Source: an optimization exercise on an open RTL-to-GDS flow (aim: small area). Production flows keep margins and buffers that such runs may drop.
RTL that was checked went through simulation tests only; none was proved equivalent to the original.
No functional check of the RTL was part of runs 2 and 3.
Power is estimated from default activity; no workload was simulated.

## run.sh

```bash
#!/bin/bash
# synth_recipe.tcl (not shown) runs the flow's synth.tcl, then flattens the netlist and writes it again
# the make line also repeats each setting of config.mk as NAME=value (left out here)
make -C /OpenROAD-flow-scripts/flow DESIGN_CONFIG=/design/flow/config.mk WORK_HOME=/design/flow/orfs CLKGATE_MAP_FILE= SYNTH_SCRIPT=/design/flow/synth_recipe.tcl finish
```

## config.mk

```make
export PLATFORM = sky130hd
export DESIGN_NAME = fifo_net_top
export DESIGN_NICKNAME = fifo_net_top
export VERILOG_FILES = /design/flow/design.v
export SDC_FILE = /design/flow/constraint.sdc
export NUM_CORES = 4
export LEC_CHECK = 0
export CAP_MARGIN = 20
export CORE_MARGIN = 2
export CORE_UTILIZATION = 40
export SLEW_MARGIN = 20
```

## constraint.sdc

```tcl
create_clock -name core_clock -period 6.0 [get_ports {clk}]
set_input_delay 1.2000 -clock core_clock [delete_from_list [all_inputs] [get_ports {clk}]]
set_output_delay 1.2000 -clock core_clock [all_outputs]
set_load 0.01 [all_outputs]
```

## design.v

```verilog
`default_nettype none
package fifo_net_pkg;
    localparam int DATA_W = 32;                      
    localparam int CTX_W  = 2;                       
    localparam int RESP_W = 22;                      
    localparam logic [7:0] HOST_MAGIC = 8'h77;       
    localparam logic [1:0] TYPE_LOOP  = 2'd2;
    localparam logic [1:0] TYPE_CMD   = 2'd3;
endpackage
`default_nettype wire
`timescale 1ns/10ps
`default_nettype none
module ctl_regs #(
    parameter int VERSION_MAJOR = 0,
    parameter int VERSION_MINOR = 0,
    parameter int DEVICE_ID     = 0
) (
    input  wire                                 clk,
    input  wire                                 rst,
    input  wire                                 i_cmd_valid,     
    input  wire [63:0]                          i_cmd,
    input  wire                                 i_resp_ready,    
    output logic                                o_resp_valid,
    output logic [fifo_net_pkg::RESP_W-1:0]     o_resp
);
    localparam logic [127:0] RW_INIT = 128'hefcd;
    logic [127:0] ro;
    logic [143:0] ro_ext;
    logic [127:0] rw;
    logic [15:0]  addr;
    logic [3:0]   o;
    logic         in_range;
    logic         rd_cmd;
    logic         wr_cmd;
    logic [15:0]  send_cnt;
    logic         cnt_fire;
    logic [15:0]  cnt_dec;
    logic [15:0]  ro_rd;
    logic [15:0]  rw_rd;
    logic [15:0]  rd_data;
    logic [3:0]   ei;
    logic [7:0]   e_val;
    logic [7:0]   o_val;
    logic [15:0]  lane_en;
    logic [7:0]   v_par [2];
    logic [7:0]   m_par [2];
    logic [127:0] de;
    logic [127:0] dv;
    always_comb begin
        ro        = '0;
        ro[15:0]  = 16'hab89;
        ro[63:32] = 32'd16;
        ro[71:64] = 8'(VERSION_MAJOR);
        ro[79:72] = 8'(VERSION_MINOR);
        ro[87:80] = 8'(DEVICE_ID);
    end
    assign ro_ext = {16'h0000, ro};
    assign addr     = i_cmd[31:16];
    assign o        = addr[3:0];
    assign in_range = (addr[13:4] == 10'd0);
    assign rd_cmd   = i_cmd_valid & i_cmd[12] & ~addr[14];
    assign wr_cmd   = i_cmd_valid & i_cmd[13] & ~addr[14] & addr[15] & in_range;
    assign send_cnt = rw[47:32];
    assign cnt_fire = ~i_cmd_valid & i_resp_ready & rw[17] & (send_cnt != 16'h0000);
    assign cnt_dec  = send_cnt - 16'd1;
    assign ei    = {1'b0, o[3:1]} + {3'b000, o[0]};
    assign e_val = ei[3] ? 8'h00 : rw[ei[2:0]*16 +: 8];
    assign o_val = rw[o[3:1]*16 + 8 +: 8];
    assign rw_rd = o[0] ? {e_val, o_val} : {o_val, e_val};
    assign ro_rd = ro_ext[o*8 +: 16];
    assign rd_data = addr[15] ? rw_rd : ro_rd;
    always_comb begin
        for (int b = 0; b < 16; b++) begin
            lane_en[b] = wr_cmd & ((o == 4'(b)) | ((b > 0) && (o == 4'(b - 1))));
        end
    end
    assign v_par[0] = o[0] ? i_cmd[63:56] : i_cmd[55:48];
    assign v_par[1] = o[0] ? i_cmd[55:48] : i_cmd[63:56];
    assign m_par[0] = o[0] ? i_cmd[47:40] : i_cmd[39:32];
    assign m_par[1] = o[0] ? i_cmd[39:32] : i_cmd[47:40];
    always_comb begin
        for (int j = 0; j < 128; j++) begin
            de[j] = rst | (lane_en[j / 8] & m_par[(j / 8) % 2][j % 8]);
            dv[j] = rst ? RW_INIT[j] : v_par[(j / 8) % 2][j % 8];
            if (j >= 32 && j < 48) begin
                de[j] = de[j] | cnt_fire;
                if (!rst && cnt_fire) dv[j] = cnt_dec[j - 32];
            end
        end
    end
    always_ff @(posedge clk) begin
        for (int j = 0; j < 128; j++) begin
            if (de[j]) rw[j] <= dv[j];
        end
    end
    always_ff @(posedge clk) begin
        if (rst) begin
            o_resp_valid <= 1'b0;
        end else begin
            o_resp_valid <= rd_cmd | cnt_fire | (o_resp_valid & ~i_resp_ready);
        end
    end
    always_ff @(posedge clk) begin
        if (i_resp_ready) begin
            if (i_cmd_valid) begin
                if (in_range) o_resp <= {1'b0, addr[15], o, rd_data};
                else          o_resp <= {1'b1, 1'b0, o, rd_data[15:11], addr[15], addr[13:4]};
            end else begin
                o_resp <= {1'b1, 1'b1, 4'he, send_cnt};
            end
        end
    end
endmodule
`default_nettype wire
`timescale 1ns/10ps
`default_nettype none
module rx_dispatch #(
    parameter int VERSION_MAJOR = 0,
    parameter int VERSION_MINOR = 0,
    parameter int DEVICE_ID     = 0
) (
    input  wire                                 clk,
    input  wire                                 rst,
    input  wire                                 i_rx_valid,
    input  wire [63:0]                          i_rx_data,
    output logic                                o_rx_ready,
    output logic                                o_loop_valid,
    input  wire                                 i_loop_ready,
    output logic                                o_cmd_valid,
    output logic [fifo_net_pkg::RESP_W-1:0]     o_cmd_data,
    input  wire                                 i_cmd_ready
);
    logic magic_ok;
    logic is_loop;
    logic is_cmd;
    assign magic_ok = (i_rx_data[7:0] == fifo_net_pkg::HOST_MAGIC);
    assign is_loop  = magic_ok & (i_rx_data[9:8] == fifo_net_pkg::TYPE_LOOP);
    assign is_cmd   = magic_ok & (i_rx_data[9:8] == fifo_net_pkg::TYPE_CMD);
    assign o_rx_ready   = is_loop ? i_loop_ready : (is_cmd ? i_cmd_ready : 1'b1);
    assign o_loop_valid = i_rx_valid & is_loop;
    ctl_regs #(
        .VERSION_MAJOR (VERSION_MAJOR),
        .VERSION_MINOR (VERSION_MINOR),
        .DEVICE_ID     (DEVICE_ID)
    ) u_ctl_regs (
        .clk          (clk),
        .rst          (rst),
        .i_cmd_valid  (i_rx_valid & is_cmd & i_cmd_ready),
        .i_cmd        (i_rx_data),
        .i_resp_ready (i_cmd_ready),
        .o_resp_valid (o_cmd_valid),
        .o_resp       (o_cmd_data)
    );
endmodule
`default_nettype wire
`timescale 1ns/10ps
`default_nettype none
module chan_fifo #(
    parameter int W = 34
) (
    input  wire          clk,
    input  wire          rst,
    input  wire          i_wr_valid,
    input  wire [W-1:0]  i_wr_data,
    output logic         o_wr_ready,
    output logic         o_rd_valid,
    output logic [W-1:0] o_rd_data,
    input  wire          i_rd_ready
);
    logic [2:0]   s;
    logic [W-1:0] mem [4];
    logic         push;
    logic         pop;
    assign o_wr_ready = (s != 3'b011);
    assign o_rd_valid = ~s[2];
    assign o_rd_data  = mem[s[1:0]];
    assign push = i_wr_valid & o_wr_ready;
    assign pop  = o_rd_valid & i_rd_ready;
    always_ff @(posedge clk) begin
        if (push) begin
            mem[0] <= i_wr_data;
            mem[1] <= mem[0];
            mem[2] <= mem[1];
            mem[3] <= mem[2];
        end
    end
    always_ff @(posedge clk) begin
        if (rst) begin
            s <= 3'b111;
        end else if (push & ~pop) begin
            s <= s + 3'd1;
        end else if (pop & ~push) begin
            s <= s - 3'd1;
        end
    end
endmodule
`default_nettype wire
`timescale 1ns/10ps
`default_nettype none
module tx_arbiter (
    input  wire                             clk,
    input  wire                             rst,
    input  wire                             i_loop_valid,
    input  wire [33:0]                      i_loop,          
    output logic                            o_loop_ready,
    input  wire                             i_cmd_valid,
    input  wire [fifo_net_pkg::RESP_W-1:0]  i_cmd,           
    output logic                            o_cmd_ready,
    output logic                            o_tx_valid,
    input  wire                             i_tx_ready,
    output logic [31:0]                     o_tx_data,
    output logic [1:0]                      o_tx_tag,
    output logic [1:0]                      o_tx_ctx
);
    logic        grant;                                  
    logic        grant_q;
    logic        stall_q;
    logic        f;
    logic        a15s;
    logic [3:0]  a30;
    logic [15:0] d;
    logic [31:0] resp;
    assign grant = stall_q ? grant_q : ~i_loop_valid;
    assign o_loop_ready = i_tx_ready & ~grant;
    assign o_cmd_ready  = i_tx_ready & grant;
    assign o_tx_valid   = grant ? i_cmd_valid : i_loop_valid;
    assign {f, a15s, a30, d} = i_cmd;
    always_comb begin
        resp[15:0]  = d & {16{~f | a15s}};
        resp[19:16] = a30;
        for (int i = 0; i < 10; i++) begin
            resp[20 + i] = f & (a15s | d[i]);
        end
        resp[30]    = f & a15s;
        resp[31]    = a15s | (f & d[10]);
    end
    assign o_tx_data = grant ? resp : i_loop[31:0];
    assign o_tx_ctx  = grant ? 2'b00 : i_loop[33:32];
    assign o_tx_tag  = {1'b1, grant};
    always_ff @(posedge clk) begin
        if (rst) begin
            stall_q <= 1'b0;
            grant_q <= 1'b0;
        end else begin
            stall_q <= o_tx_valid & ~i_tx_ready;
            grant_q <= grant;
        end
    end
endmodule
`default_nettype wire
`timescale 1ns/10ps
`default_nettype none
module fifo_net_top #(
    parameter int FIFO_DEPTH    = 4,
    parameter int VERSION_MAJOR = 4,
    parameter int VERSION_MINOR = 14,
    parameter int DEVICE_ID     = 3
) (
    input  wire                                 clk,
    input  wire                                 rst,
    input  wire                                 i_rx_valid,
    output logic                                o_rx_ready,
    input  wire [63:0]                          i_rx_data,
    output logic                                o_tx_valid,
    input  wire                                 i_tx_ready,
    output logic [fifo_net_pkg::DATA_W-1:0]     o_tx_data,
    output logic [1:0]                          o_tx_tag,
    output logic [fifo_net_pkg::CTX_W-1:0]      o_tx_ctx
);
    localparam int RW = fifo_net_pkg::RESP_W;
    logic          loop_in_valid, loop_in_ready;
    logic          cmd_in_valid,  cmd_in_ready;
    logic [RW-1:0] cmd_in;
    logic          loop_valid, loop_ready;
    logic [33:0]   loop_head;
    logic          cmd_valid,  cmd_ready;
    logic [RW-1:0] cmd_head;
    rx_dispatch #(
        .VERSION_MAJOR (VERSION_MAJOR),
        .VERSION_MINOR (VERSION_MINOR),
        .DEVICE_ID     (DEVICE_ID)
    ) u_rx_dispatch (
        .clk          (clk),
        .rst          (rst),
        .i_rx_valid   (i_rx_valid),
        .i_rx_data    (i_rx_data),
        .o_rx_ready   (o_rx_ready),
        .o_loop_valid (loop_in_valid),
        .i_loop_ready (loop_in_ready),
        .o_cmd_valid  (cmd_in_valid),
        .o_cmd_data   (cmd_in),
        .i_cmd_ready  (cmd_in_ready)
    );
    chan_fifo #(.W(34)) u_loop_fifo (
        .clk        (clk),
        .rst        (rst),
        .i_wr_valid (loop_in_valid),
        .i_wr_data  ({i_rx_data[11:10], i_rx_data[63:32]}),
        .o_wr_ready (loop_in_ready),
        .o_rd_valid (loop_valid),
        .o_rd_data  (loop_head),
        .i_rd_ready (loop_ready)
    );
    chan_fifo #(.W(RW)) u_cmd_fifo (
        .clk        (clk),
        .rst        (rst),
        .i_wr_valid (cmd_in_valid),
        .i_wr_data  (cmd_in),
        .o_wr_ready (cmd_in_ready),
        .o_rd_valid (cmd_valid),
        .o_rd_data  (cmd_head),
        .i_rd_ready (cmd_ready)
    );
    tx_arbiter u_tx_arbiter (
        .clk          (clk),
        .rst          (rst),
        .i_loop_valid (loop_valid),
        .i_loop       (loop_head),
        .o_loop_ready (loop_ready),
        .i_cmd_valid  (cmd_valid),
        .i_cmd        (cmd_head),
        .o_cmd_ready  (cmd_ready),
        .o_tx_valid   (o_tx_valid),
        .i_tx_ready   (i_tx_ready),
        .o_tx_data    (o_tx_data),
        .o_tx_tag     (o_tx_tag),
        .o_tx_ctx     (o_tx_ctx)
    );
endmodule
`default_nettype wire
```

==> results.py, run 1 <==
metrics = {
    "run_status": {
        "outcome": "complete, no violations",
    },
    "worst_setup_path": {
        "cp-start-kind": "flip-flop",
        "worstPathRequired_ns": 4.80,
        "critPathMaxFanout": 24,
        "critPathCaptureType": "output port",
        "reg2reg_slack_ns": 2.37,
        "arrival_ns": 3.29,
        "crit_type": "reg -> out",
    },
    "clock_network": {
        "post-cts-setup-buffers": 0,
        "h-tree-depth": 2,
        "cts_tree": "done",
        "postCtsHoldBufs": 0,
        "cts_root_buffer": "clkbuf_16",
        "clk_latency_ns": 0.57,
        "cts_buffers": 43,
        "cts_buffer_depth": 3,
        "clkTransAtPathRegs_ns": 0.06,
        "ctsResizeCount": 0,
        "clock_sinks": 383,
    },
    "worst_hold_path": {
        "hold_class": "reg -> reg",
    },
    "cells_and_area": {
        "final_nets": 1286,
        "fin_cells": 1832,
        "final_cell_mix": "edfxtp_1, clkdlybuf4s50_1, o21bai_1",
        "final_util_pct": 47.2,
        "num_antenna_cells": 0,
        "final_common_cell": "edfxtp_1",
        "drive_gt1_share_pct": 17.7,
        "area_delta_synth_final_pct": 17.4,
    },
    "sta": {
        "relSlewSlack_pct": 26.4,
        "rsz0062_at_grt": "false",
        "fin_ws_ns": 1.51,
        "fmax_mhz": 223,
        "setup_viol": 0,
        "setup_tns_ns": 0,
        "worst_pin_slew_ns": 1.07,
        "finClkSkew_ns": 0.0210,
        "fin_crit_ns": 4.49,
        "maxSlewViolCount": 0,
        "period_share_pct": 74.8,
        "final_hold_viol_count": 0,
    },
    "detailed_routing": {
        "dr.pass1.iters": 5,
        "ant_nets": 0,
        "first_iter_violations": 1028,
        "drc": 0,
        "viasPerCell": 5.69,
        "vias": 10400,
        "wire_per_inst_um": 24.8,
        "finalWirelength_um": 45500,
    },
    "synthesis": {
        "synth_cell_types": 72,
        "syn_area_um2": 17700,
        "synth_edf_count": 374,
        "synth_top_area_share_pct": 63.6,
        "syn-num-nets": 1195,
        "ys_warn_count": 8,
        "synth_area_leaders": "edfxtp_1, mux4_2, o21bai_1",
        "synth_cells": 1116,
        "async_flop_share_pct": 0,
        "ys_seq_elements": 383,
        "syn_area_per_cell_um2": 15.8,
        "ys_seq_area_share_pct": 64.6,
        "synth_top_area_cell": "edfxtp_1",
        "yosys_most_used_dff": "edfxtp_1",
    },
    "global_route": {
        "grt.overflow.total": 0,
        "track_usage_pct": 19.6,
        "grt_pass1_vias": 10300,
        "grt_pass1_wl_um": 67100,
        "antenna_found_initial": 1,
        "grt_max_degree": 89,
    },
    "place": {
        "routabilityCongestion": 0.939,
        "dp_slack_ns": 1.31,
        "dp_hpwl_um": 31300,
        "port_buffers": 102,
        "dp.cells": 1753,
    },
    "floorplanning": {
        "dieHeight_um": 214,
        "core-area_um2": 43900,
        "die_w_um": 214,
        "rows": 77,
        "ios": 106,
        "die_area_um2": 45900,
        "initial_core_util_pct": 40.2,
    },
    "power_and_ir_drop": {
        "ir_worst_vdd_uv": 201,
        "seqPwrFrac_pct": 46.9,
        "switching_share_pct": 24.0,
        "switchingPower_mw": 1.66,
        "p_comb_share_pct": 13.8,
        "power.total_mw": 6.89,
        "clockPowerShare_pct": 39.3,
        "p_int_mw": 5.23,
        "p_leak_nw": 6.89,
        "power_density_nw_per_um2": 332,
    },
    "run": {
        "maxCapViolations": 0,
    },
}
-- critical path, cell delays in order (launching register included) --
cell and delay, ns:
dfxtp_1 0.35, buf_4 0.42, mux4_2 0.49, inv_1 0.07, a21oi_1 0.34, buf_4 0.28
a22o_1 0.22, clkdlybuf4s50_1 0.55
-- layout make-up --
type	instances	area [um2]
inverter	14	52.6
sequential	383	11400
multi-input combinational	641	5890
tap	592	741
clock inverter	23	279
fill	3840	23200
timing repair buffer	124	1190
clock buffer	55	1180
-- sequential cells by signal (all words and copies together), names as in the netlist --
name / cells
u_loop_fifo.mem: 136
u_rx_dispatch.u_ctl_regs.o_resp_valid: 1
u_cmd_fifo.mem: 88
u_rx_dispatch.u_ctl_regs.o_resp: 22
u_loop_fifo.s: 3
u_cmd_fifo.s: 3
u_tx_arbiter.stall_q: 1
u_rx_dispatch.u_ctl_regs.rw: 128
u_tx_arbiter.grant_q: 1
-- layer usage --
| metal | vias up | global-route usage, % | part of all wire (%) |
|---|---|---|---|
| li1 | 4630 | - | - |
| met1 | 5371 | 27.0 | 44 |
| met2 | 359 | 31.7 | 48 |
| met3 | 60 | 3.97 | 6.0 |
| met4 | 0 | 5.53 | 2.3 |
| met5 | - | 0 | 0 |
-- per-stage QoR --
step                cell area (um2)  hold WS (ns)
floorplan                     17700         0.400
global placement              19300         0.403
detailed placement            19300         0.405
CTS                           20700         0.419
global route                  20700         0.421
finish                        20700         0.417
-- cells in the mapped netlist, drive strengths merged (4+ instances only) --
master   number
dfxtp         9
a211oi        5
inv          14
xor2          9
nand2        56
a21oi        18
edfxtp      374
or3           5
clkbuf       50
o21ai        57
nand3        19
mux2         13
nand2b       18
nor2         53
or2           5
mux2i        56
xnor2         8
ha            9
a22o         21
mux4         85
o21bai       96
a21o         18
o31ai        15
buf          28
and2          4
o2bb2ai       4
nor3         10
nor4          6
and3          4
-- power groups by stage --
stage,clock network (mW),logic (mW),registers (mW)
6_report,2.71,0.954,3.23
5_1_grt,2.86,1.02,3.24
4_1_cts,2.77,0.957,3.23
3_5_place_dp,0,0.956,3.28
3_3_place_gp,0,0.943,3.28
2_1_floorplan,0,0.564,3.24
-- worst paths after layout --
path / cells past startpoint / start / endpoint
setup reg to reg: 7 / u_cmd_fifo.s[0] / u_rx_dispatch.u_ctl_regs.rw[122]
hold / removal: 0 / u_rx_dispatch.u_ctl_regs.o_resp[1] / u_cmd_fifo.mem[0][1]
hold reg to reg: 0 / u_rx_dispatch.u_ctl_regs.o_resp[1] / u_cmd_fifo.mem[0][1]
setup / recovery: 7 / u_cmd_fifo.s[0] / o_tx_data[4]
-- cells by family (layout without fill, tap and decap cells) --
kind of cell	after synthesis	in the layout	synth area share, %
other cells	1	1	0.0212
simple gates	201	201	6.44
mux	154	154	14.8
xor+xnor	17	17	0.843
compound gates	257	257	10.1
buf+inv	92	216	2.27
fa+ha+maj	11	11	0.864
flops	383	383	64.6
==> run 2, diff against run 1 <==
--- a/design.v
+++ b/design.v
@@ -159,20 +159,24 @@
     parameter int W = 34
 ) (
-    input  wire          clk,
-    input  wire          rst,
-    input  wire          i_wr_valid,
-    input  wire [W-1:0]  i_wr_data,
-    output logic         o_wr_ready,
-    output logic         o_rd_valid,
-    output logic [W-1:0] o_rd_data,
-    input  wire          i_rd_ready
+    input  wire            clk,
+    input  wire            rst,
+    input  wire            i_wr_valid,
+    input  wire  [W-1:0]   i_wr_data,
+    output logic           o_wr_ready,
+    output logic           o_rd_valid,
+    output logic [4*W-1:0] o_mem,            
+    output logic [3:0]     o_head,           
+    input  wire            i_rd_ready
 );
-    logic [2:0]   s;
+    logic [3:0]   t;
     logic [W-1:0] mem [4];
     logic         push;
     logic         pop;
-    assign o_wr_ready = (s != 3'b011);
-    assign o_rd_valid = ~s[2];
-    assign o_rd_data  = mem[s[1:0]];
+    assign o_wr_ready = ~t[3];
+    assign o_rd_valid = t[0];
+    assign o_head     = t & ~{1'b0, t[3:1]};
+    for (genvar k = 0; k < 4; k++) begin : g_mem
+        assign o_mem[k*W +: W] = mem[k];
+    end
     assign push = i_wr_valid & o_wr_ready;
     assign pop  = o_rd_valid & i_rd_ready;
@@ -187,9 +191,9 @@
     always_ff @(posedge clk) begin
         if (rst) begin
-            s <= 3'b111;
+            t <= 4'b0000;
         end else if (push & ~pop) begin
-            s <= s + 3'd1;
+            t <= {t[2:0], 1'b1};
         end else if (pop & ~push) begin
-            s <= s - 3'd1;
+            t <= {1'b0, t[3:1]};
         end
     end
@@ -199,42 +203,58 @@
 `default_nettype none
 module tx_arbiter (
-    input  wire                             clk,
-    input  wire                             rst,
-    input  wire                             i_loop_valid,
-    input  wire [33:0]                      i_loop,          
-    output logic                            o_loop_ready,
-    input  wire                             i_cmd_valid,
-    input  wire [fifo_net_pkg::RESP_W-1:0]  i_cmd,           
-    output logic                            o_cmd_ready,
-    output logic                            o_tx_valid,
-    input  wire                             i_tx_ready,
-    output logic [31:0]                     o_tx_data,
-    output logic [1:0]                      o_tx_tag,
-    output logic [1:0]                      o_tx_ctx
+    input  wire                               clk,
+    input  wire                               rst,
+    input  wire                               i_loop_valid,
+    input  wire [4*34-1:0]                    i_loop,          
+    input  wire [3:0]                         i_loop_head,
+    output logic                              o_loop_ready,
+    input  wire                               i_cmd_valid,
+    input  wire [4*fifo_net_pkg::RESP_W-1:0]  i_cmd,           
+    input  wire [3:0]                         i_cmd_head,
+    output logic                              o_cmd_ready,
+    output logic                              o_tx_valid,
+    input  wire                               i_tx_ready,
+    output logic [31:0]                       o_tx_data,
+    output logic [1:0]                        o_tx_tag,
+    output logic [1:0]                        o_tx_ctx
 );
+    localparam int RW = fifo_net_pkg::RESP_W;
     logic        grant;                                  
     logic        grant_q;
     logic        stall_q;
-    logic        f;
-    logic        a15s;
-    logic [3:0]  a30;
-    logic [15:0] d;
-    logic [31:0] resp;
+    logic [3:0]  ls;                                     
+    logic [3:0]  cs;                                     
+    logic [3:0]  sd;                                     
+    logic [3:0]  sa;                                     
+    logic        cnt_sel;
+    logic [33:0] lv;
+    logic [31:0] cv;
     assign grant = stall_q ? grant_q : ~i_loop_valid;
     assign o_loop_ready = i_tx_ready & ~grant;
     assign o_cmd_ready  = i_tx_ready & grant;
     assign o_tx_valid   = grant ? i_cmd_valid : i_loop_valid;
-    assign {f, a15s, a30, d} = i_cmd;
     always_comb begin
-        resp[15:0]  = d & {16{~f | a15s}};
-        resp[19:16] = a30;
-        for (int i = 0; i < 10; i++) begin
-            resp[20 + i] = f & (a15s | d[i]);
+        ls      = i_loop_head & {4{~grant}};
+        cs      = i_cmd_head & {4{grant}};
+        cnt_sel = 1'b0;
+        for (int k = 0; k < 4; k++) begin
+            sd[k]   = cs[k] & ~(i_cmd[k*RW + 21] & ~i_cmd[k*RW + 20]);
+            sa[k]   = cs[k] & i_cmd[k*RW + 21];
+            cnt_sel = cnt_sel | (cs[k] & i_cmd[k*RW + 21] & i_cmd[k*RW + 20]);
+        end
+        lv = '0;
+        cv = '0;
+        for (int k = 0; k < 4; k++) begin
+            lv = lv | (i_loop[k*34 +: 34] & {34{ls[k]}});
+            cv[15:0]  = cv[15:0]  | (i_cmd[k*RW +: 16] & {16{sd[k]}});
+            cv[19:16] = cv[19:16] | (i_cmd[k*RW + 16 +: 4] & {4{cs[k]}});
+            cv[29:20] = cv[29:20] | (i_cmd[k*RW +: 10] & {10{sa[k]}});
+            cv[31]    = cv[31] | (i_cmd[k*RW + 20] & cs[k]) | (i_cmd[k*RW + 10] & sa[k]);
         end
-        resp[30]    = f & a15s;
-        resp[31]    = a15s | (f & d[10]);
+        cv[29:20] = cv[29:20] | {10{cnt_sel}};
+        cv[30]    = cnt_sel;
     end
-    assign o_tx_data = grant ? resp : i_loop[31:0];
-    assign o_tx_ctx  = grant ? 2'b00 : i_loop[33:32];
+    assign o_tx_data = lv[31:0] | cv;
+    assign o_tx_ctx  = lv[33:32];
     assign o_tx_tag  = {1'b1, grant};
     always_ff @(posedge clk) begin
@@ -273,7 +293,9 @@
     logic [RW-1:0] cmd_in;
     logic          loop_valid, loop_ready;
-    logic [33:0]   loop_head;
+    logic [4*34-1:0] loop_mem;
+    logic [3:0]    loop_head;
     logic          cmd_valid,  cmd_ready;
-    logic [RW-1:0] cmd_head;
+    logic [4*RW-1:0] cmd_mem;
+    logic [3:0]    cmd_head;
     rx_dispatch #(
         .VERSION_MAJOR (VERSION_MAJOR),
@@ -299,5 +321,6 @@
         .o_wr_ready (loop_in_ready),
         .o_rd_valid (loop_valid),
-        .o_rd_data  (loop_head),
+        .o_mem      (loop_mem),
+        .o_head     (loop_head),
         .i_rd_ready (loop_ready)
     );
@@ -309,5 +332,6 @@
         .o_wr_ready (cmd_in_ready),
         .o_rd_valid (cmd_valid),
-        .o_rd_data  (cmd_head),
+        .o_mem      (cmd_mem),
+        .o_head     (cmd_head),
         .i_rd_ready (cmd_ready)
     );
@@ -316,8 +340,10 @@
         .rst          (rst),
         .i_loop_valid (loop_valid),
-        .i_loop       (loop_head),
+        .i_loop       (loop_mem),
+        .i_loop_head  (loop_head),
         .o_loop_ready (loop_ready),
         .i_cmd_valid  (cmd_valid),
-        .i_cmd        (cmd_head),
+        .i_cmd        (cmd_mem),
+        .i_cmd_head   (cmd_head),
         .o_cmd_ready  (cmd_ready),
         .o_tx_valid   (o_tx_valid),
--- a/config.mk
+++ b/config.mk
@@ -8,4 +8,6 @@
 export CAP_MARGIN = 20
 export CORE_MARGIN = 2
-export CORE_UTILIZATION = 40
+export CORE_UTILIZATION = 70
+export CTS_BUF_LIST = sky130_fd_sc_hd__clkbuf_2 sky130_fd_sc_hd__clkbuf_4
+export CTS_CLUSTER_SIZE = 30
 export SLEW_MARGIN = 20
==> results.py, run 2 <==
metrics = {
    "sta": {
        "fin_ws_ns": 0.713,
        "worst_pin_slew_ns": 1.14,
        "timing.hold.ws_ns": 0.400,
        "maxSlewViolCount": 0,
        "fin_crit_ns": 5.29,
        "setup_viol": 0,
        "period_share_pct": 88.1,
        "relSlewSlack_pct": 24.3,
        "finClkSkew_ns": 0.0618,
        "rsz0062_at_grt": "false",
        "setup_tns_ns": 0,
        "fmax_mhz": 189,
        "final_hold_viol_count": 0,
    },
    "global_route": {
        "track_usage_pct": 36.8,
        "grt.overflow.total": 0,
        "grt_pass1_vias": 12200,
        "grt_max_degree": 138,
        "grt_pass1_wl_um": 71300,
        "antenna_found_initial": 1,
    },
    "clock_network": {
        "cts_tree": "done",
        "ctsResizeCount": 0,
        "cts_buffer_depth": 3,
        "clk_latency_ns": 0.76,
        "cts_buffers": 95,
        "clock_sinks": 385,
        "h-tree-depth": 3,
        "clkTransAtPathRegs_ns": 0.07,
        "postCtsHoldBufs": 0,
        "cts_root_buffer": "clkbuf_4",
        "post-cts-setup-buffers": 0,
    },
    "place": {
        "dp_slack_ns": 1.05,
        "dp.cells": 1622,
        "dp_hpwl_um": 31300,
        "routabilityCongestion": 0.982,
        "port_buffers": 102,
        "placed_cell_area_um2": 18800,
    },
    "run": {
        "maxCapViolations": 0,
    },
    "synthesis": {
        "synth_cell_types": 76,
        "synthTopCellsByCount": "edfxtp_1, o21ai_0, a22oi_1",
        "synth_compound_area_share_pct": 14.5,
        "syn_area_per_cell_um2": 13.9,
        "synth_xor_area_share_pct": 0.795,
        "synth_cells": 1257,
        "synth-simple-area-share_pct": 8.00,
        "synthAdderAreaFrac_pct": 0.645,
        "synth_top_area_cell": "edfxtp_1",
        "async_flop_share_pct": 0,
        "synth_area_leaders": "edfxtp_1, mux4_2, a22oi_1",
        "ys_warn_count": 8,
        "synth_top_family_by_area": "compound AO/OA/AOI/OAI gates",
        "ys_seq_area_share_pct": 65.6,
        "ys_seq_elements": 385,
        "syn_area_um2": 17500,
        "yosysMostFrequentCell": "edfxtp_1",
        "synth_edf_count": 374,
        "synth_top_area_share_pct": 64.3,
        "yosys_most_used_dff": "edfxtp_1",
        "syn-num-nets": 1334,
        "synth_mux_area_share_pct": 7.93,
    },
    "detailed_routing": {
        "viasPerCell": 6.91,
        "finalWirelength_um": 47600,
        "ant_nets": 0,
        "vias": 12400,
        "wire_per_inst_um": 26.6,
        "dr.pass1.iters": 8,
        "drc": 0,
        "first_iter_violations": 2083,
    },
    "cells_and_area": {
        "final_common_cell": "edfxtp_1",
        "final_util_pct": 81.9,
        "area_delta_synth_final_pct": 14.4,
        "fin_cells": 1792,
        "fin_area_um2": 20000,
        "top_regs": "u_loop_fifo.mem x136, u_rx_dispatch.u_ctl_regs.rw x128, u_cmd_fifo.mem x88",
        "drive_gt1_share_pct": 17.3,
        "largest_register_ffs": 136,
        "final_cell_mix": "edfxtp_1, clkbuf_4, o21ai_0",
        "largest-register": "u_loop_fifo.mem",
        "final_nets": 1472,
    },
    "floorplanning": {
        "ios": 106,
        "die_w_um": 162,
        "initial_core_util_pct": 71.6,
        "dieHeight_um": 162,
        "die_area_um2": 26200,
        "rows": 57,
        "core-area_um2": 24400,
    },
    "worst_setup_path": {
        "cp-start-kind": "flip-flop",
        "worstPathRequired_ns": 4.80,
        "crit_type": "reg -> out",
        "critPathCaptureType": "output port",
        "reg2reg_slack_ns": 2.60,
        "arrival_ns": 4.09,
        "critPathMaxFanout": 25,
    },
    "worst_hold_path": {
        "hold_class": "reg -> reg",
    },
    "power_and_ir_drop": {
        "seqPwrFrac_pct": 52.9,
        "power.total_mw": 6.00,
        "clockPowerShare_pct": 36.5,
        "ir_worst_vdd_uv": 220,
        "switchingPower_mw": 1.49,
        "p_leak_nw": 7.08,
        "power_density_nw_per_um2": 300,
        "p_int_mw": 4.51,
        "p_comb_share_pct": 10.6,
        "switching_share_pct": 24.8,
    },
    "run_status": {
        "outcome": "complete, no violations",
    },
}
[run 2: cell families after synthesis]
group / Yosys count
other cells: 1
compound gates: 365
mux: 99
simple gates: 277
fa+ha+maj: 9
flops: 385
xor+xnor: 15
buf+inv: 106
[run 2: routing by layer]
layer | vias up | share of wire, % | GRT usage (%)
met5 | - | 0 | 0
met4 | 0 | 4.6 | 18.2
met3 | 145 | 11 | 6.61
met2 | 891 | 49 | 60.0
met1 | 6024 | 35 | 48.5
li1 | 5322 | - | -
[run 2: cell type report]
type                            instances  area (um2)
Antenna cell                            1        2.50
Clock buffer                          145        1090
Clock inverter                         24         138
Fill cell                            1343        4410
Inverter                               19        71.3
Multi-Input combinational cell        766        5610
Sequential cell                       385       11500
Tap cell                              324         405
Timing Repair Buffer                  128        1220
[run 2: path summary, 6_finish.rpt]
kind                                                           from                               end  cells past startpoint
worst max register to register                      u_cmd_fifo.t[3]  u_rx_dispatch.u_ctl_regs.rw[114]                      6
worst min-delay path            u_rx_dispatch.u_ctl_regs.o_resp[19]             u_cmd_fifo.mem[0][19]                      0
worst min register to register  u_rx_dispatch.u_ctl_regs.o_resp[19]             u_cmd_fifo.mem[0][19]                      0
worst max-delay path                                u_cmd_fifo.t[3]                     o_tx_data[29]                      8
[run 2: power by group through the flow]
stage / registers [mW] / logic, mW / clock network, mW
after floorplan: 3.20 / 0.376 / 0
after global placement: 3.22 / 0.605 / 0
after detailed placement: 3.23 / 0.618 / 0
after CTS: 3.17 / 0.622 / 2.21
after global routing: 3.19 / 0.666 / 2.34
final: 3.18 / 0.635 / 2.19
[run 2: worst max-delay path: stages, from the launching register on]
cell and delay [ns]:
dfxtp_1 0.30, buf_4 0.19, inv_1 0.72, a211oi_1 0.13, buf_4 0.25, a222oi_1 0.38, nand2_1 0.34, or3_1 0.49
clkdlybuf4s50_1 0.53
==> run 3, diff against run 2 <==
--- a/config.mk
+++ b/config.mk
@@ -8,6 +8,5 @@
 export CAP_MARGIN = 20
 export CORE_MARGIN = 2
-export CORE_UTILIZATION = 70
-export CTS_BUF_LIST = sky130_fd_sc_hd__clkbuf_2 sky130_fd_sc_hd__clkbuf_4
-export CTS_CLUSTER_SIZE = 30
+export CORE_UTILIZATION = 60
+export CTS_BUF_LIST = sky130_fd_sc_hd__clkbuf_4
 export SLEW_MARGIN = 20
==> results.py, run 3 <==
metrics = {
    "floorplanning": {
        "core-area_um2": 28700,
        "rows": 62,
        "initial_core_util_pct": 60.9,
        "die_area_um2": 30500,
        "die_w_um": 175,
        "dieHeight_um": 175,
        "ios": 106,
    },
    "worst_setup_path": {
        "crit_type": "reg -> out",
        "critPathCaptureType": "output port",
        "cp-start-kind": "flip-flop",
        "cp_slowest_stage_delay_ns": 0.70,
        "arrival_ns": 4.02,
        "critPathMaxFanout": 25,
        "path_cells": "buf_4, inv_1, a211oi_1, buf_4, a222oi_1, nand2_1, or3_1, clkdlybuf4s50_1",
        "slowest_stage": "inv_1",
        "crit_path_frequent_cell": "buf_4",
        "worstPathRequired_ns": 4.80,
    },
    "sta": {
        "worst_pin_slew_ns": 1.13,
        "fmax_mhz": 192,
        "setup_tns_ns": 0,
        "relSlewSlack_pct": 22.2,
        "finClkSkew_ns": 0.0747,
        "period_share_pct": 86.9,
        "final_hold_viol_count": 0,
        "timing.hold.ws_ns": 0.371,
        "maxSlewViolCount": 0,
        "setup_viol": 0,
        "fin_crit_ns": 5.22,
        "rsz0062_at_grt": "false",
    },
    "global_route": {
        "grt.overflow.total": 0,
        "track_usage_pct": 31.0,
        "grt_pass1_vias": 11900,
        "grt_pass1_wl_um": 70300,
        "antenna_found_initial": 1,
        "grt_max_degree": 123,
    },
    "cells_and_area": {
        "top_regs": "u_loop_fifo.mem x136, u_rx_dispatch.u_ctl_regs.rw x128, u_cmd_fifo.mem x88",
        "largest-register": "u_loop_fifo.mem",
        "drive_gt1_share_pct": 17.7,
        "final_nets": 1476,
        "area_delta_synth_final_pct": 14.9,
        "final_cell_mix": "edfxtp_1, clkbuf_4, o21ai_0",
        "fin_area_um2": 20100,
        "largest_register_ffs": 136,
        "final_common_cell": "edfxtp_1",
        "n_fill_cell": 2064,
    },
    "place": {
        "port_buffers": 102,
        "routabilityCongestion": 0.968,
        "dp_hpwl_um": 31200,
        "placed_cell_area_um2": 18900,
    },
    "detailed_routing": {
        "wire_per_inst_um": 25.3,
        "met2WireLength_um": 23000,
        "first_iter_violations": 1324,
        "vias": 11900,
        "highest_layer": "met4",
        "ant_nets": 0,
        "viasPerCell": 6.45,
        "dr.pass1.iters": 7,
        "wl_met1_um": 18200,
        "drc": 0,
        "finalWirelength_um": 46900,
        "wl_met3_um": 3750,
    },
    "synthesis": {
        "yosys_most_used_dff": "edfxtp_1",
        "synthTopCellsByCount": "edfxtp_1, o21ai_0, a22oi_1",
        "synth_edf_count": 374,
        "syn-num-nets": 1334,
        "syn_area_um2": 17500,
        "synth_cells": 1257,
        "ys_warn_count": 8,
        "synth_top_area_cell": "edfxtp_1",
        "ys_seq_elements": 385,
        "synth_top_area_share_pct": 64.3,
        "synth_area_leaders": "edfxtp_1, mux4_2, a22oi_1",
        "synth_cell_types": 76,
        "syn_area_per_cell_um2": 13.9,
        "yosysMostFrequentCell": "edfxtp_1",
        "ys_seq_area_share_pct": 65.6,
        "async_flop_share_pct": 0,
    },
    "clock_network": {
        "cts_buffer_depth": 3,
        "post-cts-setup-buffers": 0,
        "clock_sinks": 385,
        "cts_tree": "done",
        "cts_buffers": 96,
        "postCtsHoldBufs": 0,
        "clk_latency_ns": 0.77,
        "ctsResizeCount": 0,
        "clkTransAtPathRegs_ns": 0.08,
        "cts_root_buffer": "clkbuf_4",
        "h-tree-depth": 3,
    },
    "power_and_ir_drop": {
        "ir_worst_vdd_uv": 218,
        "p_leak_nw": 7.09,
        "power_density_nw_per_um2": 298,
    },
    "run": {
        "maxCapViolations": 0,
    },
    "worst_hold_path": {
        "hold_class": "reg -> reg",
    },
    "run_status": {
        "outcome": "complete, no violations",
    },
}
[run 3: cell count changes in the layout (fill, tap and decap cells not counted), sizes merged]
cell / delta
buf: +3
bufinv: -1
clkbuf: +2
clkinv: -6
clkinvlp: +2
[run 3: metal layers]
layer,vias to the layer above,global-route usage [%]
met5,-,0
met4,0,14.1
met3,125,6.38
met2,627,50.3
met1,5877,40.8
li1,5317,-
[run 3: worst paths after layout]
check                                endpoint                          startpoint  slack (ns)  depth (start not counted)
min reg2reg              u_cmd_fifo.mem[0][0]  u_rx_dispatch.u_ctl_regs.o_resp[0]        0.37                          0
max                             o_tx_data[25]                     u_cmd_fifo.t[3]        0.78                          8
min                      u_cmd_fifo.mem[0][0]  u_rx_dispatch.u_ctl_regs.o_resp[0]        0.37                          0
max reg2reg  u_rx_dispatch.u_ctl_regs.rw[114]                     u_cmd_fifo.t[3]        2.59                          6
[run 3: power by group]
group	internal, mW	switching, mW
Clock	1.12	1.05
Sequential	3.09	0.0810
Combinational	0.276	0.358
Total	4.48	1.49
[run 3: layout make-up]
class / instances / area [um2] / share of cell area [%]
clock buffers: 147 / 1100 / 5.50
multi-input cells: 766 / 5600 / 27.9
flip-flops and latches: 385 / 11500 / 57.0
clock inverters: 19 / 106 / 0.530
well taps: 384 / 480 / 2.39
repair buffers: 131 / 1250 / 6.25
diodes: 1 / 2.50 / 0.0125
inverters: 19 / 71.3 / 0.355
[run 3: cells by family (layout without fill, tap and decap cells)]
| family | after synthesis | after routing | synth area share [%] |
|---|---|---|---|
| flops | 385 | 385 | 65.6 |
| compound gates | 365 | 365 | 14.5 |
| simple gates | 277 | 277 | 8.00 |
| buf+inv | 106 | 316 | 2.57 |
| mux | 99 | 99 | 7.93 |
| xor+xnor | 15 | 15 | 0.795 |
| fa+ha+maj | 9 | 9 | 0.645 |
| other cells | 1 | 2 | 0.0215 |
[run 3: worst max-delay path, delay by kind of cell, from the launching register on]
family / cells / cell delay, ns
buf+inv: 4 / 1.62
simple gates: 2 / 0.83
compound gates: 2 / 0.48
flops: 1 / 0.30
[run 3: through the flow]
| stage | power (mW) | util, % | setup WS, ns | std cells |
|---|---|---|---|---|
| after CTS | 6.01 | 69.9 | 0.725 | 1851 |
| after global routing | 6.20 | 69.9 | 0.373 | 1852 |
| after floorplan | 3.57 | - | -0.0835 | 1257 |
| after global placement | 3.84 | 65.7 | 1.29 | 1685 |
| final | 5.98 | 69.9 | 0.784 | 1852 |
| after detailed placement | 3.85 | 65.7 | 1.25 | 1685 |
==> run 4, diff against run 3 <==
--- a/design.v
+++ b/design.v
@@ -36,13 +36,18 @@
     logic         cnt_fire;
     logic [15:0]  cnt_dec;
-    logic [15:0]  ro_rd;
-    logic [15:0]  rw_rd;
-    logic [15:0]  rd_data;
+    logic [3:0]   os;                                    
+    logic         bs;                                    
     logic [3:0]   ei;
+    logic [7:0]   se;                                    
+    logic [7:0]   so;                                    
     logic [7:0]   e_val;
     logic [7:0]   o_val;
+    logic [15:0]  ro_rd;
+    logic [15:0]  rd_data;
     logic [15:0]  lane_en;
+    logic [15:0]  lane_de;
     logic [7:0]   v_par [2];
     logic [7:0]   m_par [2];
+    logic [7:0]   m_de  [2];
     logic [127:0] de;
     logic [127:0] dv;
@@ -64,13 +69,23 @@
     assign cnt_fire = ~i_cmd_valid & i_resp_ready & rw[17] & (send_cnt != 16'h0000);
     assign cnt_dec  = send_cnt - 16'd1;
-    assign ei    = {1'b0, o[3:1]} + {3'b000, o[0]};
-    assign e_val = ei[3] ? 8'h00 : rw[ei[2:0]*16 +: 8];
-    assign o_val = rw[o[3:1]*16 + 8 +: 8];
-    assign rw_rd = o[0] ? {e_val, o_val} : {o_val, e_val};
-    assign ro_rd = ro_ext[o*8 +: 16];
-    assign rd_data = addr[15] ? rw_rd : ro_rd;
+    assign os = i_cmd_valid ? o : 4'd4;
+    assign bs = i_cmd_valid ? addr[15] : 1'b1;
+    assign ei = {1'b0, os[3:1]} + {3'b000, os[0]};
+    always_comb begin
+        e_val = '0;
+        o_val = '0;
+        for (int i = 0; i < 8; i++) begin
+            se[i] = bs & (ei == 4'(i));
+            so[i] = bs & (os[3:1] == 3'(i));
+            e_val = e_val | (rw[16*i +: 8] & {8{se[i]}});
+            o_val = o_val | (rw[16*i + 8 +: 8] & {8{so[i]}});
+        end
+    end
+    assign ro_rd   = bs ? 16'h0000 : ro_ext[os*8 +: 16];
+    assign rd_data = (os[0] ? {e_val, o_val} : {o_val, e_val}) | ro_rd;
     always_comb begin
         for (int b = 0; b < 16; b++) begin
             lane_en[b] = wr_cmd & ((o == 4'(b)) | ((b > 0) && (o == 4'(b - 1))));
+            lane_de[b] = lane_en[b] | rst | ((b == 4 || b == 5) && cnt_fire);
         end
     end
@@ -79,10 +94,11 @@
     assign m_par[0] = o[0] ? i_cmd[47:40] : i_cmd[39:32];
     assign m_par[1] = o[0] ? i_cmd[39:32] : i_cmd[47:40];
+    assign m_de[0]  = m_par[0] | {8{rst | cnt_fire}};
+    assign m_de[1]  = m_par[1] | {8{rst | cnt_fire}};
     always_comb begin
         for (int j = 0; j < 128; j++) begin
-            de[j] = rst | (lane_en[j / 8] & m_par[(j / 8) % 2][j % 8]);
+            de[j] = lane_de[j / 8] & m_de[(j / 8) % 2][j % 8];
             dv[j] = rst ? RW_INIT[j] : v_par[(j / 8) % 2][j % 8];
             if (j >= 32 && j < 48) begin
-                de[j] = de[j] | cnt_fire;
                 if (!rst && cnt_fire) dv[j] = cnt_dec[j - 32];
             end
@@ -103,10 +119,7 @@
     always_ff @(posedge clk) begin
         if (i_resp_ready) begin
-            if (i_cmd_valid) begin
-                if (in_range) o_resp <= {1'b0, addr[15], o, rd_data};
-                else          o_resp <= {1'b1, 1'b0, o, rd_data[15:11], addr[15], addr[13:4]};
-            end else begin
-                o_resp <= {1'b1, 1'b1, 4'he, send_cnt};
-            end
+            if (!i_cmd_valid)   o_resp <= {1'b1, 1'b1, 4'he, rd_data};
+            else if (in_range)  o_resp <= {1'b0, addr[15], o, rd_data};
+            else                o_resp <= {1'b1, 1'b0, o, rd_data[15:11], addr[15], addr[13:4]};
         end
     end
--- a/config.mk
+++ b/config.mk
@@ -9,4 +9,6 @@
 export CORE_MARGIN = 2
 export CORE_UTILIZATION = 60
-export CTS_BUF_LIST = sky130_fd_sc_hd__clkbuf_4
+export CTS_BUF_LIST = sky130_fd_sc_hd__clkbuf_16
+export CTS_CLUSTER_DIAMETER = 100
+export CTS_CLUSTER_SIZE = 30
 export SLEW_MARGIN = 20
==> results.py, run 4 <==
metrics = {
    "place": {
        "dp_hpwl_um": 33100,
        "routabilityCongestion": 0.982,
        "dp_slack_ns": 1.49,
        "port_buffers": 102,
    },
    "synthesis": {
        "syn_area_per_cell_um2": 12.9,
        "synth_cell_types": 71,
        "synth_area_leaders": "edfxtp_1, nor2_1, mux2i_1",
        "ys_seq_elements": 385,
        "async_flop_share_pct": 0,
        "synth_edf_count": 374,
        "ys_seq_area_share_pct": 66.2,
        "syn_area_um2": 17300,
        "yosys_most_used_dff": "edfxtp_1",
        "syn-num-nets": 1408,
        "synthTopCellsByCount": "edfxtp_1, nor2_1, nand2_1",
        "synth_top_area_share_pct": 64.9,
        "ys_warn_count": 9,
        "synth_top_area_cell": "edfxtp_1",
        "yosysMostFrequentCell": "edfxtp_1",
        "synth_cells": 1337,
    },
    "cells_and_area": {
        "final_nets": 1461,
        "seqCellArea_um2": 11500,
        "final_cell_mix": "edfxtp_1, nor2_1, clkdlybuf4s50_1",
        "largest-register": "u_loop_fifo.mem",
        "final_common_cell": "edfxtp_1",
        "num_antenna_cells": 0,
        "top_regs": "u_loop_fifo.mem x136, u_rx_dispatch.u_ctl_regs.rw x128, u_cmd_fifo.mem x88",
        "drive_gt1_share_pct": 6.87,
        "n_fill_cell": 2173,
        "largest_register_ffs": 136,
        "multi_input_area_um2": 5450,
        "final_util_pct": 67.3,
        "area_delta_synth_final_pct": 11.0,
    },
    "sta": {
        "rsz0062_at_grt": "false",
        "period_share_pct": 80.1,
        "relSlewSlack_pct": 25.7,
        "worst_pin_slew_ns": 1.11,
        "final_hold_viol_count": 0,
        "fin_ws_ns": 1.19,
        "finClkSkew_ns": 0.0229,
        "fin_crit_ns": 4.81,
        "maxSlewViolCount": 0,
        "fmax_mhz": 208,
        "setup_viol": 0,
        "timing.hold.ws_ns": 0.413,
    },
    "power_and_ir_drop": {
        "switching_share_pct": 23.7,
        "clockPowerShare_pct": 27.7,
        "switchingPower_mw": 1.17,
        "p_leak_nw": 6.38,
        "power_density_nw_per_um2": 257,
        "ir_worst_vdd_uv": 295,
        "p_comb_share_pct": 8.9,
        "p_int_mw": 3.77,
        "seqPwrFrac_pct": 63.4,
    },
    "worst_setup_path": {
        "critPathCaptureType": "output port",
        "worstPathRequired_ns": 4.80,
        "slowest_stage": "a221o_1",
        "rr_endpoint": "u_rx_dispatch.u_ctl_regs.rw[124]",
        "crit_type": "reg -> out",
        "reg2reg_slack_ns": 2.65,
        "cp_slowest_stage_delay_ns": 0.56,
        "critPathMaxFanout": 12,
        "path_cells": "o21a_1, nor3b_1, buf_4, and2_1, a221o_1, nand3b_1, clkdlybuf4s50_1",
        "worst-r2r-cell-count": 6,
        "cp_top_family": "simple AND/OR/NAND/NOR gates",
        "worst-path-buf-inv": 2,
        "cp-start-kind": "flip-flop",
        "arrival_ns": 3.61,
        "r2r_start": "u_rx_dispatch.u_ctl_regs.rw[36]",
    },
    "worst_hold_path": {
        "hold_class": "reg -> reg",
        "min_path_cells": 0,
        "worstHoldStart": "u_rx_dispatch.u_ctl_regs.o_resp[18]",
        "hold_end": "u_cmd_fifo.mem[0][18]",
    },
    "clock_network": {
        "cts_root_buffer": "clkbuf_16",
        "h-tree-depth": 1,
        "post-cts-setup-buffers": 0,
        "clock_sinks": 385,
        "clkTransAtPathRegs_ns": 0.11,
        "postCtsHoldBufs": 0,
        "cts_tree": "done",
        "cts_buffers": 17,
        "cts_buffer_depth": 3,
        "ctsResizeCount": 0,
        "clk_latency_ns": 0.54,
    },
    "floorplanning": {
        "initial_core_util_pct": 60.6,
        "die_w_um": 174,
        "core-area_um2": 28500,
        "ios": 106,
        "rows": 62,
        "die_area_um2": 30200,
        "dieHeight_um": 174,
    },
    "detailed_routing": {
        "viasPerCell": 6.85,
        "drc": 0,
        "vias": 12200,
        "ant_nets": 0,
        "first_iter_violations": 1910,
        "wire_per_inst_um": 27.1,
        "dr.pass1.iters": 10,
        "finalWirelength_um": 48300,
    },
    "global_route": {
        "grt_pass1_vias": 11400,
        "track_usage_pct": 31.4,
        "antenna_found_initial": 0,
        "grt_pass1_wl_um": 71500,
        "grt_max_degree": 105,
        "grt.overflow.total": 0,
    },
    "run_status": {
        "outcome": "complete, no violations",
    },
    "run": {
        "maxCapViolations": 0,
    },
}
run 4: worst max path at each step:
stage | to | from | depth (start not counted) | slack [ns]
floorplan | u_loop_fifo.t[2] | i_rx_data[7] | 10 | -0.11
global placement | u_rx_dispatch.u_ctl_regs.o_resp[15] | i_rx_data[8] | 7 | 1.52
detailed placement | u_rx_dispatch.u_ctl_regs.o_resp[1] | i_rx_data[8] | 7 | 1.49
CTS | o_tx_data[24] | u_loop_fifo.t[0] | 7 | 1.22
global route | o_tx_data[26] | u_tx_arbiter.stall_q | 8 | 1.02
finish | o_tx_data[24] | u_loop_fifo.t[0] | 7 | 1.19
run 4: routing by layer:
layer	up-vias	part of all wire, %	global-route usage [%]
met1	6030	40	44.6
met5	-	0	0
met2	764	47	50.9
met4	0	3.9	10.6
li1	5311	-	-
met3	98	9.1	3.99
run 4: kinds of logic after synthesis:
family          Yosys count  share of synthesized area [%]
buf+inv                 114                           2.74
compound gates          278                           12.5
simple gates            468                           13.2
fa+ha+maj                 3                          0.217
other cells               1                         0.0217
flops                   385                           66.2
mux                      73                           4.29
xor+xnor                 15                          0.759
run 4: power groups by stage:
stage,Clock (mW),Sequential [mW],Combinational [mW]
detailed placement,0,3.19,0.433
global route,1.45,3.14,0.471
finish,1.37,3.13,0.441
CTS,1.37,3.13,0.435
global placement,0,3.18,0.424
floorplan,0,3.16,0.259
run 4: worst reg2reg max path, stage by stage (launching register included):
cell      delay, ns
edfxtp_1       0.52
or4_1          0.62
nor4_2         0.48
a41oi_1        0.30
nor2_4         0.55
and2_1         0.46
nor2_1         0.13
run 4: cell type report:
cell class              instances  share of cell area (%)
inverters                      12                   0.235
clock buffers                  17                    2.22
clock inverters                10                   0.391
multi-input cells             838                    28.4
repair buffers                136                    6.63
well taps                     384                    2.50
flip-flops and latches        385                    59.6
run 4: per-stage QoR:
stage	TNS [ns]	instances	cell area [um2]	total power, mW
3_3_place_gp	0	1755	18700	3.61
5_1_grt	0	1782	19200	5.06
3_5_place_dp	0	1755	18700	3.62
6_report	0	1782	19200	4.94
4_1_cts	0	1782	19200	4.93
2_1_floorplan	-0.307	1337	17400	3.42
==> run 5, diff against run 4 <==
==> flow/run.sh (new file) <==
#!/bin/bash
# Standard ORFS layout with two changes: port buffers use the smallest buffer,
# and clock tree synthesis builds larger sink clusters without dummy loads.
set -euo pipefail
export BUFFER_PORTS_ARGS="-buffer_cell sky130_fd_sc_hd__buf_1"
export CTS_ARGS="-sink_clustering_enable -repair_clock_nets -dont_use_dummy_load -sink_clustering_size 30 -sink_clustering_max_diameter 100 -buf_list sky130_fd_sc_hd__clkbuf_16"
bash standard.sh > standard.log 2>&1
==> standard.sh (new file) <==
#!/bin/bash
# synth_recipe.tcl (not shown) runs the flow's synth.tcl, then flattens the netlist and writes it again
# the make line also repeats each setting of config.mk as NAME=value (left out here)
make -C /OpenROAD-flow-scripts/flow DESIGN_CONFIG=/design/flow/config.mk WORK_HOME=/design/flow/orfs CLKGATE_MAP_FILE= SYNTH_SCRIPT=/design/flow/synth_recipe.tcl "${@:-finish}"
--- a/config.mk
+++ b/config.mk
@@ -9,6 +9,3 @@
 export CORE_MARGIN = 2
 export CORE_UTILIZATION = 60
-export CTS_BUF_LIST = sky130_fd_sc_hd__clkbuf_16
-export CTS_CLUSTER_DIAMETER = 100
-export CTS_CLUSTER_SIZE = 30
 export SLEW_MARGIN = 20
removed: run.sh
==> results.py, run 5 <==
metrics = {
    "run_status": {
        "outcome": "complete, no violations",
    },
    "clock_network": {
        "ctsResizeCount": 0,
        "clkTransAtPathRegs_ns": 0.11,
        "cts_buffers": 17,
        "cts_root_buffer": "clkbuf_16",
        "cts_tree": "done",
        "h-tree-depth": 1,
        "post-cts-setup-buffers": 0,
        "cts_buffer_depth": 3,
        "clock_sinks": 385,
        "clk_latency_ns": 0.53,
        "postCtsHoldBufs": 0,
    },
    "synthesis": {
        "synth_edf_count": 374,
        "synthTopCellsByCount": "edfxtp_1, nor2_1, nand2_1",
        "yosys_most_used_dff": "edfxtp_1",
        "ys_seq_elements": 385,
        "syn_area_per_cell_um2": 12.9,
        "synth_area_leaders": "edfxtp_1, nor2_1, mux2i_1",
        "synth_cells": 1337,
        "synth_top_area_share_pct": 64.9,
        "async_flop_share_pct": 0,
        "ys_seq_area_share_pct": 66.2,
        "synth_cell_types": 71,
        "syn-num-nets": 1408,
        "yosysMostFrequentCell": "edfxtp_1",
        "synth_top_area_cell": "edfxtp_1",
        "syn_area_um2": 17300,
        "ys_warn_count": 9,
    },
    "global_route": {
        "grt_pass1_wl_um": 72400,
        "track_usage_pct": 31.7,
        "antenna_found_initial": 0,
        "grt.overflow.total": 0,
        "grt_pass1_vias": 11600,
        "grt_max_degree": 116,
    },
    "detailed_routing": {
        "viasPerCell": 6.85,
        "drc": 0,
        "wire_per_inst_um": 27.2,
        "vias": 12100,
        "ant_nets": 0,
        "finalWirelength_um": 48200,
        "first_iter_violations": 2001,
        "dr.pass1.iters": 7,
    },
    "cells_and_area": {
        "final_cell_mix": "edfxtp_1, nor2_1, buf_1",
        "top_regs": "u_loop_fifo.mem x136, u_rx_dispatch.u_ctl_regs.rw x128, u_cmd_fifo.mem x88",
        "final_nets": 1461,
        "area_delta_synth_final_pct": 6.91,
        "largest_register_ffs": 136,
        "fin_cells": 1772,
        "num_antenna_cells": 0,
        "drive_gt1_share_pct": 6.70,
        "largest-register": "u_loop_fifo.mem",
        "final_util_pct": 64.8,
        "final_common_cell": "edfxtp_1",
    },
    "place": {
        "dp.cells": 1755,
        "routabilityCongestion": 0.960,
        "port_buffers": 102,
        "dp_hpwl_um": 32900,
    },
    "power_and_ir_drop": {
        "power_density_nw_per_um2": 261,
        "ir_worst_vdd_uv": 217,
        "p_leak_nw": 6.07,
    },
    "worst_hold_path": {
        "worstHoldStart": "u_rx_dispatch.u_ctl_regs.o_resp[18]",
        "hold_end": "u_cmd_fifo.mem[0][18]",
        "hold_class": "reg -> reg",
        "min_path_cells": 0,
    },
    "sta": {
        "period_share_pct": 78.1,
        "setup_viol": 0,
        "worst_pin_slew_ns": 1.07,
        "fmax_mhz": 213,
        "rsz0062_at_grt": "false",
        "maxSlewViolCount": 0,
        "finClkSkew_ns": 0.0582,
        "fin_crit_ns": 4.69,
        "relSlewSlack_pct": 28.4,
        "final_hold_viol_count": 0,
        "timing.hold.ws_ns": 0.400,
    },
    "floorplanning": {
        "initial_core_util_pct": 60.6,
        "ios": 106,
        "die_w_um": 174,
        "core-area_um2": 28500,
        "rows": 62,
        "dieHeight_um": 174,
        "die_area_um2": 30200,
    },
    "worst_setup_path": {
        "crit_start": "u_loop_fifo.t[0]",
        "arrival_ns": 3.49,
        "rr_endpoint": "u_rx_dispatch.u_ctl_regs.rw[116]",
        "critPathCaptureType": "output port",
        "worst-r2r-cell-count": 6,
        "worstPathRequired_ns": 4.80,
        "critPathMaxFanout": 28,
        "r2r_start": "u_rx_dispatch.u_ctl_regs.rw[36]",
        "cp-start-kind": "flip-flop",
        "crit_type": "reg -> out",
        "reg2reg_slack_ns": 2.38,
    },
    "run": {
        "maxCapViolations": 0,
    },
}
run 5: changes by cell type in the layout (fill, tap and decap cells not counted), sizes merged:
cell / before / now
inv: 20 / 12
clkinv: 2 / 0
clkbuf: 17 / 20
buf: 37 / 133
clkdlybuf4s50: 99 / 0
run 5: worst max-delay path by stage:
| stage | to | slack (ns) | cells after the start |
|---|---|---|---|
| after floorplan | u_loop_fifo.t[2] | -0.11 | 10 |
| after global placement | u_rx_dispatch.u_ctl_regs.o_resp[7] | 1.81 | 9 |
| after detailed placement | u_rx_dispatch.u_ctl_regs.o_resp[7] | 1.85 | 9 |
| after CTS | o_tx_data[30] | 1.34 | 9 |
| after global routing | o_tx_data[30] | 1.19 | 9 |
| final | o_tx_data[26] | 1.31 | 9 |
run 5: cell families after synthesis:
kind of cell	after synthesis	share of synthesized area (%)
AND/OR/NAND/NOR	468	13.2
flip-flops	385	66.2
AO/OA/AOI/OAI	278	12.5
buffers and inverters	114	2.74
multiplexers	73	4.29
XOR/XNOR	15	0.759
adder cells (fa/ha/maj)	3	0.217
other	1	0.0217
run 5: area by class of cell:
| class | count | area (um2) |
|---|---|---|
| clock buffer | 17 | 425 |
| timing repair buffer | 136 | 654 |
| multi-input combinational | 838 | 5440 |
| tap | 384 | 480 |
| fill | 2265 | 10000 |
| inverter | 12 | 45.0 |
| sequential | 385 | 11500 |
run 5: worst max-delay path: stages, from the launching register on:
cell and delay (ns):
dfxtp_1 0.46, o21a_1 0.16, buf_4 0.33, inv_1 0.07, buf_4 0.25, and3_1 0.41, a22o_1 0.32, a221o_1 0.46
nand3b_1 0.31, buf_1 0.17
run 5: power by group:
group          total, mW  switching [mW]  internal (mW)
combinational      0.408           0.280          0.128
sequential          3.13          0.0628           3.07
clock               1.29           0.774          0.514
run 5: per-stage QoR:
step / setup WS, ns / cell area (um2) / TNS, ns / power (mW)
after global placement: 1.81 / 18100 / 0 / 3.57
after floorplan: -0.110 / 17400 / -0.307 / 3.42
after global routing: 1.19 / 18500 / 0 / 4.97
final: 1.31 / 18500 / 0 / 4.82
after CTS: 1.34 / 18500 / 0 / 4.83
after detailed placement: 1.85 / 18100 / 0 / 3.59
run 5: routing by layer:
metal  vias up  track usage, %  part of all wire (%)
li1       5297               -                     -
met1      6036            45.3                    41
met2       714            50.9                    47
met3        96            3.82                   8.5
met4         0            11.7                   4.0
met5         -               0                     0
==> run 6, diff against run 5 <==
==> flow/run.sh (replaced) <==
#!/bin/bash
# Standard ORFS layout with two changes: port buffers use the smallest buffer,
# and clock tree synthesis builds larger sink clusters without dummy loads.
set -euo pipefail
export BUFFER_PORTS_ARGS="-buffer_cell sky130_fd_sc_hd__buf_1"
export CTS_ARGS="-sink_clustering_enable -repair_clock_nets -dont_use_dummy_load -sink_clustering_size 16 -sink_clustering_max_diameter 80 -buf_list sky130_fd_sc_hd__clkbuf_8"
bash standard.sh > standard.log 2>&1
==> results.py, run 6 <==
metrics = {
    "run_status": {
        "outcome": "complete, no violations",
    },
    "synthesis": {
        "ys_seq_area_share_pct": 66.2,
        "synth_top_area_share_pct": 64.9,
        "synth_edf_count": 374,
        "synth_cell_types": 71,
        "synth_area_leaders": "edfxtp_1, nor2_1, mux2i_1",
        "syn_area_um2": 17300,
        "synth_cells": 1337,
        "synthTopCellsByCount": "edfxtp_1, nor2_1, nand2_1",
        "ys_seq_elements": 385,
        "synth_top_area_cell": "edfxtp_1",
        "syn-num-nets": 1408,
        "ys_warn_count": 9,
        "yosysMostFrequentCell": "edfxtp_1",
        "async_flop_share_pct": 0,
        "yosys_most_used_dff": "edfxtp_1",
        "syn_area_per_cell_um2": 12.9,
    },
    "global_route": {
        "grt_pass1_vias": 11700,
        "busiest_layer": "met2",
        "antenna_found_initial": 0,
        "use_met2_pct": 51.0,
        "grt_pass1_wl_um": 73200,
        "met1_usage_pct": 45.3,
        "met3_usage_pct": 4.36,
        "grt.overflow.total": 0,
        "track_usage_pct": 32.1,
        "grt_max_degree": 116,
    },
    "floorplanning": {
        "rows": 62,
        "die_area_um2": 30200,
        "core-area_um2": 28500,
        "initial_core_util_pct": 60.6,
        "ios": 106,
        "die_w_um": 174,
        "dieHeight_um": 174,
    },
    "run": {
        "maxCapViolations": 0,
    },
    "worst_setup_path": {
        "worstPathRequired_ns": 4.80,
        "reg2reg_slack_ns": 2.38,
        "critPathMaxFanout": 28,
        "critPathCaptureType": "output port",
        "slowest_stage": "dfxtp_1",
        "r2r_start": "u_rx_dispatch.u_ctl_regs.rw[36]",
        "worst-r2r-cell-count": 6,
        "cp_slowest_stage_delay_ns": 0.47,
        "path_cells": "o21a_1, buf_4, inv_1, buf_4, and3_1, a22o_1, a221o_1, nand3b_1, buf_1",
        "arrival_ns": 3.57,
        "rr_endpoint": "u_rx_dispatch.u_ctl_regs.rw[116]",
        "cp-start-kind": "flip-flop",
        "crit_type": "reg -> out",
        "crit_path_frequent_cell": "buf_4",
    },
    "worst_hold_path": {
        "hold_end": "u_cmd_fifo.mem[0][3]",
        "hold_class": "reg -> reg",
        "worstHoldStart": "u_rx_dispatch.u_ctl_regs.o_resp[3]",
        "min_path_cells": 0,
    },
    "detailed_routing": {
        "ant_nets": 0,
        "viasPerCell": 6.81,
        "wire_per_inst_um": 27.3,
        "vias": 12100,
        "finalWirelength_um": 48600,
        "first_iter_violations": 1831,
        "dr.pass1.iters": 8,
        "drc": 0,
    },
    "cells_and_area": {
        "num_antenna_cells": 0,
        "top_regs": "u_loop_fifo.mem x136, u_rx_dispatch.u_ctl_regs.rw x128, u_cmd_fifo.mem x88",
        "n_fill_cell": 2278,
        "final_common_cell": "edfxtp_1",
        "final_nets": 1472,
        "drive_gt1_share_pct": 7.43,
        "seqCellArea_um2": 11500,
        "largest-register": "u_loop_fifo.mem",
        "area_delta_synth_final_pct": 6.67,
        "multi_input_area_um2": 5440,
        "largest_register_ffs": 136,
        "final_cell_mix": "edfxtp_1, nor2_1, buf_1",
        "final_util_pct": 64.7,
    },
    "clock_network": {
        "clkTransAtPathRegs_ns": 0.11,
        "cts_buffer_depth": 3,
        "cts_buffers": 28,
        "ctsResizeCount": 0,
        "postCtsHoldBufs": 0,
        "cts_tree": "done",
        "cts_root_buffer": "clkbuf_8",
        "clock_sinks": 385,
        "h-tree-depth": 1,
        "post-cts-setup-buffers": 0,
        "clk_latency_ns": 0.62,
    },
    "place": {
        "dp_slack_ns": 1.85,
        "dp_hpwl_um": 32900,
        "routabilityCongestion": 0.960,
        "port_buffers": 102,
    },
    "sta": {
        "setup_tns_ns": 0,
        "worst_pin_slew_ns": 1.08,
        "timing.hold.ws_ns": 0.425,
        "setup_viol": 0,
        "rsz0062_at_grt": "false",
        "fin_ws_ns": 1.23,
        "maxSlewViolCount": 0,
        "finClkSkew_ns": 0.0684,
        "fmax_mhz": 210,
        "period_share_pct": 79.5,
        "fin_crit_ns": 4.77,
        "relSlewSlack_pct": 28.1,
        "final_hold_viol_count": 0,
    },
    "power_and_ir_drop": {
        "p_leak_nw": 6.06,
        "power.total_mw": 4.75,
        "ir_worst_vdd_uv": 195,
        "power_density_nw_per_um2": 257,
    },
}
run 6: cell count changes in the layout (fill, tap and decap cells not counted), sizes merged:
| cell | delta |
|---|---|
| clkbuf | +11 |
run 6: worst max-delay path by stage:
stage                startpoint                                 end  slack, ns  depth (start not counted)
2_1_floorplan      i_rx_data[7]                    u_loop_fifo.t[2]      -0.11                         10
3_5_place_dp       i_rx_data[2]  u_rx_dispatch.u_ctl_regs.o_resp[7]       1.85                          9
4_1_cts        u_loop_fifo.t[0]                       o_tx_data[30]       1.25                          9
6_report       u_loop_fifo.t[0]                       o_tx_data[26]       1.23                          9
3_3_place_gp       i_rx_data[4]  u_rx_dispatch.u_ctl_regs.o_resp[7]       1.81                          9
5_1_grt        u_loop_fifo.t[0]                       o_tx_data[30]       1.12                          9
run 6: critical path: cells and delay by family (launching register included):
family,cells,cell delay (ns)
buf+inv,4,0.82
simple gates,2,0.71
compound gates,3,0.94
flops,1,0.47
run 6: logic make-up after synthesis:
family / synth area share [%]
xor gates and xnor gates: 0.759
DFF: 66.2
other: 0.0217
muxes: 4.29
buffers and inverters: 2.74
and+or+nand+nor: 13.2
adders and majority gates: 0.217
AOI/OAI and AO/OA: 12.5
run 6: metrics by stage:
stage | cells | instance area (um2)
after floorplan | 1337 | 17400
after global placement | 1755 | 18100
after detailed placement | 1755 | 18100
after CTS | 1783 | 18500
after global routing | 1783 | 18500
final | 1783 | 18500
run 6: final cells by class:
type,count,share of cell area (%)
Inverter,12,0.244
Timing Repair Buffer,136,3.55
Multi-Input combinational cell,838,29.5
Clock buffer,28,2.09
Sequential cell,385,62.0
Tap cell,384,2.60
run 6: layer usage:
layer | wire length (um) | up-vias
met5 | 0 | -
met4 | 2080 | 0
met3 | 4400 | 115
met2 | 22600 | 751
met1 | 19500 | 5949
li1 | - | 5329
run 6: power breakdown:
group          internal [mW]  switching, mW  total [mW]  leakage (nW)
combinational          0.128          0.279       0.407          2.22
sequential              3.07         0.0630        3.13          3.63
clock                  0.417          0.800        1.22         0.201

==> what the ideal ports hide <==
Ports are ideal in the flow. The routed layouts listed here were re-timed in OpenROAD.
Step 1 (the two cells are an assumption about what drives the block):
set clk [get_ports {clk}]
set_driving_cell -lib_cell sky130_fd_sc_hd__clkbuf_16 $clk
set_driving_cell -lib_cell sky130_fd_sc_hd__buf_2 [delete_from_list [all_inputs] $clk]
Step 2 times the ports against the registers' clock, not the clock port: input delays grow and output delays shrink by t, the midpoint of the rising clock arrivals with the driver on.
a / b / c = ideal / step 1 / step 2; a / b = the first two.
| run | t, ns | setup slack, ns | clock arrival spread, ns | worst slew at a driven data input, ns | cell pins on the clock port's net |
|---|---|---|---|---|---|
| run 1 | 0.615 | 1.511 / 1.452 / 1.187 | 0.023 / 0.023 | 0.07 | 1 |
| run 2 | 0.774 | 0.713 / 0.668 / 0.981 | 0.067 / 0.066 | 0.06 | 1 |
| run 3 | 0.783 | 0.784 / 0.731 / 1.217 | 0.076 / 0.077 | 0.07 | 1 |
| run 4 | 0.576 | 1.192 / 1.142 / 1.347 | 0.024 / 0.024 | 0.04 | 1 |
| run 5 | 0.556 | 1.315 / 1.264 / 1.687 | 0.060 / 0.060 | 0.06 | 1 |
| run 6 | 0.631 | 1.231 / 1.184 / 1.630 | 0.069 / 0.069 | 0.06 | 1 |
After both steps setup and hold are still met in every run listed. For run 1, which loses most, drivers alone change the setup slack by -0.059 ns; drivers and shift together by -0.324 ns.
